Context: an optimization exercise on an open-source flow, tuned for small area and a short achievable clock period. The choices shown serve that exercise and are no tape-out recipe.
In this exercise RTL edits were held to simulation tests only and were not proved equivalent to the original.
Power is estimated from default activity; no workload was simulated.

File: design/flow/run.sh
#!/bin/bash
# synth_recipe.tcl (not shown) runs the flow's synth.tcl, then flattens the netlist and writes it again
# the make line also repeats each setting of config.mk as NAME=value (left out here)
make -C /OpenROAD-flow-scripts/flow DESIGN_CONFIG=/design/flow/config.mk WORK_HOME=/design/flow/orfs CLKGATE_MAP_FILE= SYNTH_SCRIPT=/design/flow/synth_recipe.tcl finish
File: design/flow/config.mk
export PLATFORM = sky130hd
export DESIGN_NAME = ahb_timer
export DESIGN_NICKNAME = ahb_timer
export VERILOG_FILES = /design/flow/design.v
export SDC_FILE = /design/flow/constraint.sdc
export NUM_CORES = 4
export LEC_CHECK = 0
export CAP_MARGIN = 20
export CORE_MARGIN = 2
export CORE_UTILIZATION = 40
export SLEW_MARGIN = 20
File: design/flow/constraint.sdc
create_clock -name core_clock -period 8.0 [get_ports {HCLK}]
set_input_delay 1.6000 -clock core_clock [delete_from_list [all_inputs] [get_ports {HCLK}]]
set_output_delay 1.6000 -clock core_clock [all_outputs]
set_load 0.01 [all_outputs]
File: design/flow/design.v
`timescale 1ns/1ns
package ahb_pkg;
  localparam int HADDR_W = 32;
  localparam int HDATA_W = 32;
  localparam int BE_W    = HDATA_W / 8;
  typedef enum logic [1:0] {
    HTRANS_IDLE   = 2'b00,
    HTRANS_BUSY   = 2'b01,
    HTRANS_NONSEQ = 2'b10,
    HTRANS_SEQ    = 2'b11
  } htrans_t;
  typedef enum logic [2:0] {
    HSIZE_BYTE  = 3'b000,
    HSIZE_HWORD = 3'b001,
    HSIZE_WORD  = 3'b010
  } hsize_t;
  localparam logic HRESP_OKAY = 1'b0;
endpackage
`timescale 1ns/1ns
package timer_pkg;
  localparam logic [31:0] PRESCALE_OFS = 32'h0000_0000;
  localparam logic [31:0] IPENDING_OFS = 32'h0000_0008;
  localparam logic [31:0] IENABLE_OFS  = 32'h0000_000C;
  localparam logic [31:0] TIME_OFS     = 32'h0000_0010;
  localparam logic [31:0] TIME_MSB_OFS = 32'h0000_0014;
  localparam logic [31:0] TIMECMP_OFS  = 32'h0000_0018;
  localparam int TIMECMP_STRIDE = 8;
  localparam int TIME_W     = 64;
  localparam int PRESCALE_W = 32;
  typedef enum logic [2:0] {
    RD_PRESCALE = 3'd0,
    RD_IPENDING = 3'd1,
    RD_IENABLE  = 3'd2,
    RD_TIME_LO  = 3'd3,
    RD_TIME_HI  = 3'd4,
    RD_CMP_LO   = 3'd5,
    RD_CMP_HI   = 3'd6,
    RD_ZERO     = 3'd7
  } rd_sel_t;
endpackage
`timescale 1ns/1ns
module timer_bus_decode #(
  parameter  int TIMERS      = 3,
  localparam int TIMER_IDX_W = (TIMERS > 1) ? $clog2(TIMERS) : 1
)
(
  input  logic                        HCLK,
  input  logic                        HRESETn,
  input  logic                        HSEL,
  input  logic [ahb_pkg::HADDR_W-1:0] HADDR,
  input  logic                        HWRITE,
  input  logic [2:0]                  HSIZE,
  input  logic [1:0]                  HTRANS,
  input  logic                        HREADY,
  output logic                        wr_prescale,
  output logic                        wr_ienable,
  output logic                        wr_time_lo,
  output logic                        wr_time_hi,
  output logic                        wr_cmp_lo,
  output logic                        wr_cmp_hi,
  output logic [TIMER_IDX_W-1:0]      wr_idx,
  output logic [ahb_pkg::BE_W-1:0]    wr_be,
  output timer_pkg::rd_sel_t          rd_sel,
  output logic [TIMER_IDX_W-1:0]      rd_idx
);
  logic [ahb_pkg::HADDR_W-1:0] word_ofs;
  logic [ahb_pkg::HADDR_W-1:0] cmp_ofs;
  logic [ahb_pkg::HADDR_W-1:0] cmp_slot;
  logic               cmp_hit;
  timer_pkg::rd_sel_t            addr_sel;
  logic               wr_xfer;
  logic               wr_pend;
  timer_pkg::rd_sel_t            wr_sel;
  function automatic logic [ahb_pkg::BE_W-1:0] gen_be(input logic [2:0] size, input logic [1:0] lane);
    logic [ahb_pkg::BE_W-1:0] mask;
    case (size)
      ahb_pkg::HSIZE_BYTE:  mask = 'b1;
      ahb_pkg::HSIZE_HWORD: mask = 'b11;
      ahb_pkg::HSIZE_WORD:  mask = '1;
      default:     mask = '1;
    endcase
    gen_be = mask << lane;
  endfunction
  always_comb
  begin
    word_ofs = {HADDR[ahb_pkg::HADDR_W-1:2], 2'b00};
    cmp_ofs  = word_ofs - timer_pkg::TIMECMP_OFS;
    cmp_slot = cmp_ofs >> $clog2(timer_pkg::TIMECMP_STRIDE);
    cmp_hit  = (word_ofs >= timer_pkg::TIMECMP_OFS) && (cmp_slot < TIMERS);
    case (word_ofs)
      timer_pkg::PRESCALE_OFS: addr_sel = timer_pkg::RD_PRESCALE;
      timer_pkg::IPENDING_OFS: addr_sel = timer_pkg::RD_IPENDING;
      timer_pkg::IENABLE_OFS:  addr_sel = timer_pkg::RD_IENABLE;
      timer_pkg::TIME_OFS:     addr_sel = timer_pkg::RD_TIME_LO;
      timer_pkg::TIME_MSB_OFS: addr_sel = timer_pkg::RD_TIME_HI;
      default:
      begin
        if (!cmp_hit)
          addr_sel = timer_pkg::RD_ZERO;
        else if (cmp_ofs[2])
          addr_sel = timer_pkg::RD_CMP_HI;
        else
          addr_sel = timer_pkg::RD_CMP_LO;
      end
    endcase
  end
  assign rd_sel = addr_sel;
  assign rd_idx = cmp_slot[TIMER_IDX_W-1:0];
  assign wr_xfer = HSEL && HREADY && HWRITE &&
                   ((HTRANS == ahb_pkg::HTRANS_NONSEQ) || (HTRANS == ahb_pkg::HTRANS_SEQ));
  always_ff @(posedge HCLK or negedge HRESETn)
  begin
    if (!HRESETn)
      wr_pend <= 1'b0;
    else
      wr_pend <= wr_xfer;
  end
  always_ff @(posedge HCLK)
  begin
    if (wr_xfer)
    begin
      wr_sel <= addr_sel;
      wr_idx <= cmp_slot[TIMER_IDX_W-1:0];
      wr_be  <= gen_be(HSIZE, HADDR[1:0]);
    end
  end
  assign wr_prescale = wr_pend && (wr_sel == timer_pkg::RD_PRESCALE);
  assign wr_ienable  = wr_pend && (wr_sel == timer_pkg::RD_IENABLE);
  assign wr_time_lo  = wr_pend && (wr_sel == timer_pkg::RD_TIME_LO);
  assign wr_time_hi  = wr_pend && (wr_sel == timer_pkg::RD_TIME_HI);
  assign wr_cmp_lo   = wr_pend && (wr_sel == timer_pkg::RD_CMP_LO);
  assign wr_cmp_hi   = wr_pend && (wr_sel == timer_pkg::RD_CMP_HI);
endmodule
`timescale 1ns/1ns
module timer_regs #(
  parameter  int TIMERS      = 3,
  localparam int TIMER_IDX_W = (TIMERS > 1) ? $clog2(TIMERS) : 1
)
(
  input  logic                                     HCLK,
  input  logic                                     HRESETn,
  input  logic                                     wr_prescale,
  input  logic                                     wr_ienable,
  input  logic                                     wr_time_lo,
  input  logic                                     wr_time_hi,
  input  logic                                     wr_cmp_lo,
  input  logic                                     wr_cmp_hi,
  input  logic [TIMER_IDX_W-1:0]                   wr_idx,
  input  logic [ahb_pkg::BE_W-1:0]                 wr_be,
  input  logic [ahb_pkg::HDATA_W-1:0]              HWDATA,
  input  logic                                     count_en,
  output logic [timer_pkg::PRESCALE_W-1:0]         prescale,
  output logic                                     prescale_wr,
  output logic                                     enabled,
  output logic [timer_pkg::TIME_W-1:0]             time_val,
  output logic [TIMERS-1:0][timer_pkg::TIME_W-1:0] cmp_vals,
  output logic [TIMERS-1:0]                        ienable
);
  logic [ahb_pkg::HDATA_W-1:0] ienable_ext;
  logic [ahb_pkg::HDATA_W-1:0] ienable_nxt;
  function automatic logic [ahb_pkg::HDATA_W-1:0] merge_be(
    input logic [ahb_pkg::HDATA_W-1:0] old_val,
    input logic [ahb_pkg::HDATA_W-1:0] new_val,
    input logic [ahb_pkg::BE_W-1:0]    be
  );
    logic [ahb_pkg::HDATA_W-1:0] res;
    for (int n = 0; n < ahb_pkg::BE_W; n++)
    begin
      res[n*8 +: 8] = be[n] ? new_val[n*8 +: 8] : old_val[n*8 +: 8];
    end
    merge_be = res;
  endfunction
  always_comb
  begin
    ienable_ext              = '0;
    ienable_ext[TIMERS-1:0]  = ienable;
    ienable_nxt              = merge_be(ienable_ext, HWDATA, wr_be);
  end
  always_ff @(posedge HCLK or negedge HRESETn)
  begin
    if (!HRESETn)
    begin
      prescale    <= '0;
      prescale_wr <= 1'b0;
      enabled     <= 1'b0;
      ienable     <= '0;
    end
    else
    begin
      prescale_wr <= wr_prescale;
      if (wr_prescale)
      begin
        prescale <= merge_be(prescale, HWDATA, wr_be);
        enabled  <= 1'b1;
      end
      if (wr_ienable)
        ienable <= ienable_nxt[TIMERS-1:0];
    end
  end
  always_ff @(posedge HCLK or negedge HRESETn)
  begin
    if (!HRESETn)
      time_val <= '0;
    else if (wr_time_lo || wr_time_hi)
    begin
      if (wr_time_lo)
        time_val[ahb_pkg::HDATA_W-1:0] <= merge_be(time_val[ahb_pkg::HDATA_W-1:0], HWDATA, wr_be);
      if (wr_time_hi)
        time_val[timer_pkg::TIME_W-1:ahb_pkg::HDATA_W] <= merge_be(time_val[timer_pkg::TIME_W-1:ahb_pkg::HDATA_W], HWDATA, wr_be);
    end
    else if (count_en)
      time_val <= time_val + 1'b1;
  end
  always_ff @(posedge HCLK or negedge HRESETn)
  begin
    if (!HRESETn)
      cmp_vals <= '0;
    else
    begin
      for (int n = 0; n < TIMERS; n++)
      begin
        if (wr_idx == n)
        begin
          if (wr_cmp_lo)
            cmp_vals[n][ahb_pkg::HDATA_W-1:0] <= merge_be(cmp_vals[n][ahb_pkg::HDATA_W-1:0], HWDATA, wr_be);
          if (wr_cmp_hi)
            cmp_vals[n][timer_pkg::TIME_W-1:ahb_pkg::HDATA_W] <=
              merge_be(cmp_vals[n][timer_pkg::TIME_W-1:ahb_pkg::HDATA_W], HWDATA, wr_be);
        end
      end
    end
  end
endmodule
`timescale 1ns/1ns
module timer_prescaler
(
  input  logic                             HCLK,
  input  logic                             HRESETn,
  input  logic [timer_pkg::PRESCALE_W-1:0] prescale,
  input  logic                             prescale_wr,
  input  logic                             enabled,
  output logic                             count_en
);
  logic [timer_pkg::PRESCALE_W-1:0] cnt;
  logic                  cnt_zero;
  assign cnt_zero = (cnt == '0);
  always_ff @(posedge HCLK or negedge HRESETn)
  begin
    if (!HRESETn)
      cnt <= '0;
    else if (prescale_wr || cnt_zero)
      cnt <= prescale;
    else
      cnt <= cnt - 1'b1;
  end
  always_ff @(posedge HCLK or negedge HRESETn)
  begin
    if (!HRESETn)
      count_en <= 1'b0;
    else
      count_en <= enabled && cnt_zero;
  end
endmodule
`timescale 1ns/1ns
module timer_compare #(
  parameter  int TIMERS      = 3,
  localparam int TIMER_IDX_W = (TIMERS > 1) ? $clog2(TIMERS) : 1
)
(
  input  logic                                     HCLK,
  input  logic                                     HRESETn,
  input  logic                                     enabled,
  input  logic [timer_pkg::TIME_W-1:0]             time_val,
  input  logic [TIMERS-1:0][timer_pkg::TIME_W-1:0] cmp_vals,
  input  logic [TIMERS-1:0]                        ienable,
  input  logic                                     wr_cmp_lo,
  input  logic                                     wr_cmp_hi,
  input  logic [TIMER_IDX_W-1:0]                   wr_idx,
  output logic [TIMERS-1:0]                        ipending,
  output logic                                     tint
);
  logic [TIMERS-1:0] cmp_eq;
  logic [TIMERS-1:0] cmp_clr;
  always_comb
  begin
    for (int n = 0; n < TIMERS; n++)
    begin
      cmp_eq[n]  = (time_val == cmp_vals[n]);
      cmp_clr[n] = (wr_cmp_lo || wr_cmp_hi) && (wr_idx == n);
    end
  end
  always_ff @(posedge HCLK or negedge HRESETn)
  begin
    if (!HRESETn)
      ipending <= '0;
    else if (enabled)
      ipending <= cmp_eq & ~cmp_clr;
    else
      ipending <= '0;
  end
  always_ff @(posedge HCLK or negedge HRESETn)
  begin
    if (!HRESETn)
      tint <= 1'b0;
    else
      tint <= |(ipending & ienable);
  end
endmodule
`timescale 1ns/1ns
module timer_read_mux #(
  parameter  int TIMERS      = 3,
  localparam int TIMER_IDX_W = (TIMERS > 1) ? $clog2(TIMERS) : 1
)
(
  input  logic                                     HCLK,
  input  timer_pkg::rd_sel_t                       rd_sel,
  input  logic [TIMER_IDX_W-1:0]                   rd_idx,
  input  logic [timer_pkg::PRESCALE_W-1:0]         prescale,
  input  logic [TIMERS-1:0]                        ipending,
  input  logic [TIMERS-1:0]                        ienable,
  input  logic [timer_pkg::TIME_W-1:0]             time_val,
  input  logic [TIMERS-1:0][timer_pkg::TIME_W-1:0] cmp_vals,
  output logic [ahb_pkg::HDATA_W-1:0]              HRDATA
);
  logic [ahb_pkg::HDATA_W-1:0] pending_ext;
  logic [ahb_pkg::HDATA_W-1:0] enable_ext;
  always_comb
  begin
    pending_ext             = '0;
    pending_ext[TIMERS-1:0] = ipending;
    enable_ext              = '0;
    enable_ext[TIMERS-1:0]  = ienable;
  end
  always_ff @(posedge HCLK)
  begin
    case (rd_sel)
      timer_pkg::RD_PRESCALE: HRDATA <= prescale;
      timer_pkg::RD_IPENDING: HRDATA <= pending_ext;
      timer_pkg::RD_IENABLE:  HRDATA <= enable_ext;
      timer_pkg::RD_TIME_LO:  HRDATA <= time_val[ahb_pkg::HDATA_W-1:0];
      timer_pkg::RD_TIME_HI:  HRDATA <= time_val[timer_pkg::TIME_W-1:ahb_pkg::HDATA_W];
      timer_pkg::RD_CMP_LO:   HRDATA <= cmp_vals[rd_idx][ahb_pkg::HDATA_W-1:0];
      timer_pkg::RD_CMP_HI:   HRDATA <= cmp_vals[rd_idx][timer_pkg::TIME_W-1:ahb_pkg::HDATA_W];
      default:     HRDATA <= '0;
    endcase
  end
endmodule
`timescale 1ns/1ns
module ahb_timer #(
  parameter  int TIMERS      = 3,
  localparam int TIMER_IDX_W = (TIMERS > 1) ? $clog2(TIMERS) : 1
)
(
  input  logic                        HCLK,
  input  logic                        HRESETn,
  input  logic                        HSEL,
  input  logic [ahb_pkg::HADDR_W-1:0] HADDR,
  input  logic [ahb_pkg::HDATA_W-1:0] HWDATA,
  output logic [ahb_pkg::HDATA_W-1:0] HRDATA,
  input  logic                        HWRITE,
  input  logic [2:0]                  HSIZE,
  input  logic [2:0]                  HBURST,
  input  logic [3:0]                  HPROT,
  input  logic [1:0]                  HTRANS,
  output logic                        HREADYOUT,
  input  logic                        HREADY,
  output logic                        HRESP,
  output logic                        tint
);
  logic                   wr_prescale;
  logic                   wr_ienable;
  logic                   wr_time_lo;
  logic                   wr_time_hi;
  logic                   wr_cmp_lo;
  logic                   wr_cmp_hi;
  logic [TIMER_IDX_W-1:0] wr_idx;
  logic [ahb_pkg::BE_W-1:0]        wr_be;
  timer_pkg::rd_sel_t                rd_sel;
  logic [TIMER_IDX_W-1:0] rd_idx;
  logic [timer_pkg::PRESCALE_W-1:0]         prescale;
  logic                          prescale_wr;
  logic                          enabled;
  logic [timer_pkg::TIME_W-1:0]             time_val;
  logic [TIMERS-1:0][timer_pkg::TIME_W-1:0] cmp_vals;
  logic [TIMERS-1:0]             ienable;
  logic [TIMERS-1:0]             ipending;
  logic                          count_en;
  assign HREADYOUT = 1'b1;
  assign HRESP     = ahb_pkg::HRESP_OKAY;
  timer_bus_decode #(.TIMERS(TIMERS)) u_decode (
    .HCLK, .HRESETn, .HSEL, .HADDR, .HWRITE, .HSIZE, .HTRANS, .HREADY,
    .wr_prescale, .wr_ienable, .wr_time_lo, .wr_time_hi, .wr_cmp_lo, .wr_cmp_hi,
    .wr_idx, .wr_be, .rd_sel, .rd_idx
  );
  timer_regs #(.TIMERS(TIMERS)) u_regs (
    .HCLK, .HRESETn,
    .wr_prescale, .wr_ienable, .wr_time_lo, .wr_time_hi, .wr_cmp_lo, .wr_cmp_hi,
    .wr_idx, .wr_be, .HWDATA, .count_en,
    .prescale, .prescale_wr, .enabled, .time_val, .cmp_vals, .ienable
  );
  timer_prescaler u_prescaler (
    .HCLK, .HRESETn, .prescale, .prescale_wr, .enabled, .count_en
  );
  timer_compare #(.TIMERS(TIMERS)) u_compare (
    .HCLK, .HRESETn, .enabled, .time_val, .cmp_vals, .ienable,
    .wr_cmp_lo, .wr_cmp_hi, .wr_idx, .ipending, .tint
  );
  timer_read_mux #(.TIMERS(TIMERS)) u_read_mux (
    .HCLK, .rd_sel, .rd_idx, .prescale, .ipending, .ienable, .time_val, .cmp_vals, .HRDATA
  );
endmodule
==> flow_summary.ini <==
[status]
outcome = complete, no violations

[synthesis]
syn_avg_cell_area_um2 = 10.5
synth_xor_area_frac = 0.0783
synthArstFlopShare = 0.890
syn-num-nets = 2060
synth_edf_count = 9
ys_ff_latch = 372
yosys-mux-area-fraction = 0.177
synth_cell_types = 76
synth-main-ff-cell = dfrtp_1
synth_top_family_by_area = multiplexers
syn_inst = 1975
yosys.area_share.simple = 0.120
syn_area_mm2 = 0.0208
synth-adder-area-share = 0.00241
synth_compound_area_frac = 0.136
ys_seq_area_frac = 0.442
yosysWarningCount = 5

[place]
portBuffers = 105
gp_congestion = 1.03
pre_cts_slack_ns = 1.42
dp_hpwl_mm = 59.6

[layout]
nets = 2075
fin_util = 0.464
syn2layout_area_growth_pct = 14.4
drive_gt1_frac = 0.196

[clocking]
clkSinkCount = 372
clk_latency_ns = 0.58
cts.path.max_buffers = 3
clk_pin_slew_worst_paths_ns = 0.06
post_cts_buffers = 0
numCtsBuffers = 43
cts_hold_buffers = 0
root_buffer = clkbuf_16
cts_tree = yes
cts_resized = 0
htreeDepth = 2

[sta]
rsz0062_at_grt = false
final.setup.worst_slack_ns = 1.93
clock_skew_ns = 0.0151
hold_viol_final = 0
fmax_mhz = 165
period_share = 0.759
setup_viol = 0
fin_crit_ns = 6.07
tns_ns = 0
worst_slew_pin_slew_ns = 1.20
slew_viol_final = 0
max_slew_margin = 0.195

[die]
dieArea_mm2 = 0.0538
start_util = 0.405
core_area_mm2 = 0.0513
fp-row-count = 83
dieHeight_um = 232
pin_count = 116
die_w_um = 232

[worst_hold_path]
hp-class = reg2reg

[worst_setup_path]
reg2reg_to = u_regs.time_val[56]$_DFFE_PN0P_
cp.arrival_ns = 6.51
reg2regPathDepth = 9
crit_path_end = u_read_mux.HRDATA[13]$_SDFF_PN0_
startpoint_type = input port
r2r-start = u_regs.time_val[0]$_DFFE_PN0P_
endpoint_kind = register
path_class = in2reg
worstPathMaxFanout = 17
crit_required_ns = 8.44
startpoint = HADDR[3]
r2r_setup_slack_ns = 3.20

[grt]
grt_first_pass_wirelength_mm = 117
antenna_found_initial = 2
grt_max_degree = 159
grt-ovfl-total = 0
grt_pass1_vias = 16441
grt_usage = 0.299

[routing]
post-route-drc-count = 0
vias = 17071
via_per_inst = 6.31
routed_wl_mm = 80.6
dr.pass1.iters = 9
avgRoutedWirePerCell_um = 29.8
antenna_left = 0
first_iter_violations = 2646

[power]
p_leak_nw = 9.48
powerDensity_mw_per_mm2 = 202
ir_worst_vdd_mv = 0.131

[flow_run]
drv_cap = 0
==> how the worst min path moves through the flow <==
stage / depth (start not counted) / start / slack [ns] / to
after floorplan: 2 / u_compare.ipending[2]$_DFF_PN0_ / 0.46 / u_compare.tint$_DFF_PN0_
after global placement: 1 / u_regs.cmp_vals[110]$_DFFE_PN0P_ / 0.49 / u_regs.cmp_vals[110]$_DFFE_PN0P_
after detailed placement: 1 / u_prescaler.cnt[0]$_DFF_PN0_ / 0.50 / u_prescaler.cnt[0]$_DFF_PN0_
after CTS: 1 / u_prescaler.cnt[0]$_DFF_PN0_ / 0.51 / u_prescaler.cnt[0]$_DFF_PN0_
after global routing: 1 / u_regs.cmp_vals[110]$_DFFE_PN0P_ / 0.54 / u_regs.cmp_vals[110]$_DFFE_PN0P_
final: 1 / u_prescaler.cnt[0]$_DFF_PN0_ / 0.51 / u_prescaler.cnt[0]$_DFF_PN0_
==> cells by family (layout without fill, tap and decap cells) <==
group	after synthesis	count (layout)
other cells	2	3
fa+ha+maj	4	4
xor+xnor	186	186
flops	372	372
mux	291	291
buf+inv	230	278
simple gates	478	478
compound gates	412	412
==> synthesized netlist by cell type, types with 7 or more instances <==
cell type	instances	share of area
mux4_2	29	0.031
xor2_1	114	0.048
nand2_1	101	0.018
a2bb2oi_1	14	0.0059
nand2b_1	11	0.0033
mux2_4	24	0.017
nor2_1	119	0.021
a21oi_1	132	0.032
dfrtp_1	331	0.40
xnor2_1	72	0.030
a22o_1	7	0.0029
nor4_1	48	0.014
dfxtp_1	32	0.031
and4_1	7	0.0029
nor3_1	30	0.0072
buf_1	18	0.0032
o22a_1	15	0.0063
mux2_2	232	0.13
o21ai_0	56	0.013
a31oi_1	13	0.0039
o22ai_1	32	0.0096
nor2b_1	8	0.0024
inv_1	80	0.014
clkbuf_1	122	0.022
o21a_1	9	0.0032
and2_1	10	0.0030
a222oi_1	34	0.016
or3_1	9	0.0027
or4_1	12	0.0043
a221o_1	32	0.015
edfxtp_1	9	0.013
nand3_1	45	0.011
and3_1	13	0.0039
a221oi_1	8	0.0034
nand4_1	37	0.011
or2_2	7	0.0021
==> registers in the layout, indices dropped and copies added, names as in the netlist <==
register	flops
u_compare.ipending	3
u_compare.tint	1
u_decode.wr_be	4
u_decode.wr_idx	2
u_decode.wr_pend	1
u_decode.wr_sel	3
u_prescaler.cnt	32
u_prescaler.count_en	1
u_read_mux.HRDATA	32
u_regs.cmp_vals	192
u_regs.enabled	1
u_regs.ienable	3
u_regs.prescale	32
u_regs.prescale_wr	1
u_regs.time_val	64
==> layout by cell type, fill, tap and decap left out, types with 7 or more instances in the layout <==
cell type and instances:
nand3_1 45, nand2b_1 11, nor4_1 47, inv_1 80
or2_2 8, and2_1 9, dfxtp_1 32, mux4_2 29
o22ai_1 32, or4_1 12, a221o_1 32, o21ai_0 56
a221oi_1 8, a2bb2oi_1 14, nor2_1 119, or3_1 9
o22a_1 15, and3_1 13, o21a_1 9, a31oi_1 13
dfrtp_1 331, nor3_1 28, mux2_2 232, clkdlybuf4s50_1 104
nand4_1 37, clkbuf_8 10, clkbuf_16 45, nand2_1 100
edfxtp_1 9, buf_4 13, xor2_1 114, a22o_1 7
and4_1 7, xnor2_1 72, a222oi_1 34, a21oi_1 132
mux2_4 24, clkbuf_1 8
==> layout make-up <==
type / count / area (um2)
Timing Repair Buffer: 120 / 1180
Inverter: 80 / 300
Multi-Input combinational cell: 1373 / 10700
Antenna cell: 1 / 2.50
Tap cell: 680 / 851
Sequential cell: 372 / 9190
Clock buffer: 63 / 1290
Clock inverter: 15 / 230
Fill cell: 4864 / 27500
==> routing by layer <==
metal  GRT usage  vias to the layer above  wire [um]
met1       0.423                     8683      34100
met2       0.446                      885      35000
met3      0.0572                      187       7540
li1            -                     7314          -
met4       0.129                        2       3950
met5           0                        -         17
==> per-stage QoR <==
stage          power (mW)  instance area [um2]  hold WS, ns  instances
6_report             4.81                23800        0.513       2704
5_1_grt              4.97                23800        0.537       2703
4_1_cts              4.84                23800        0.507       2703
3_5_place_dp         2.71                22300        0.499       2625
3_3_place_gp         2.70                22300        0.490       2625
2_1_floorplan        2.45                20800        0.459       1975
==> critical path, stage by stage <==
cell and delay [ns]:
clkdlybuf4s50_1 0.67, ha_2 0.39, nor4_4 0.29, nand3_1 0.30, mux2_2 0.37, nor4_1 0.34, or4b_1 0.76, or2_2 0.66
buf_4 0.40, mux2_4 0.34, a221o_1 0.35
==> where the power goes <==
group	internal [mW]	switching [mW]
Clock	1.31	0.811
Combinational	0.234	0.245
Sequential	2.03	0.186

afterwards: timing with drivers on the ports:
The results above use ideal ports. As a check the final layout listed here was re-extracted and re-timed, cells and wires unchanged. Step 1 assumes that a clkbuf_16 drives the clock port and a buf_2 every other input. Step 2 adds t to the input delays and takes it off the output delays; t is the mean of the earliest and latest rising clock arrival at the registers after step 1. Input paths then give back, and output paths get back, about the clock's delay inside the block. a / b / c = ideal / step 1 / step 2; a / b = the first two.
shift t [ns]: 0.623
setup WS [ns]: 1.931 / 1.965 / 1.342
worst data-port slew with drivers (ns): 0.06
cell pins on the clock port's net: 1
After both steps setup and hold are still met in this run. The setup slack of this run moves by +0.034 ns with the drivers and by -0.589 ns with both steps.
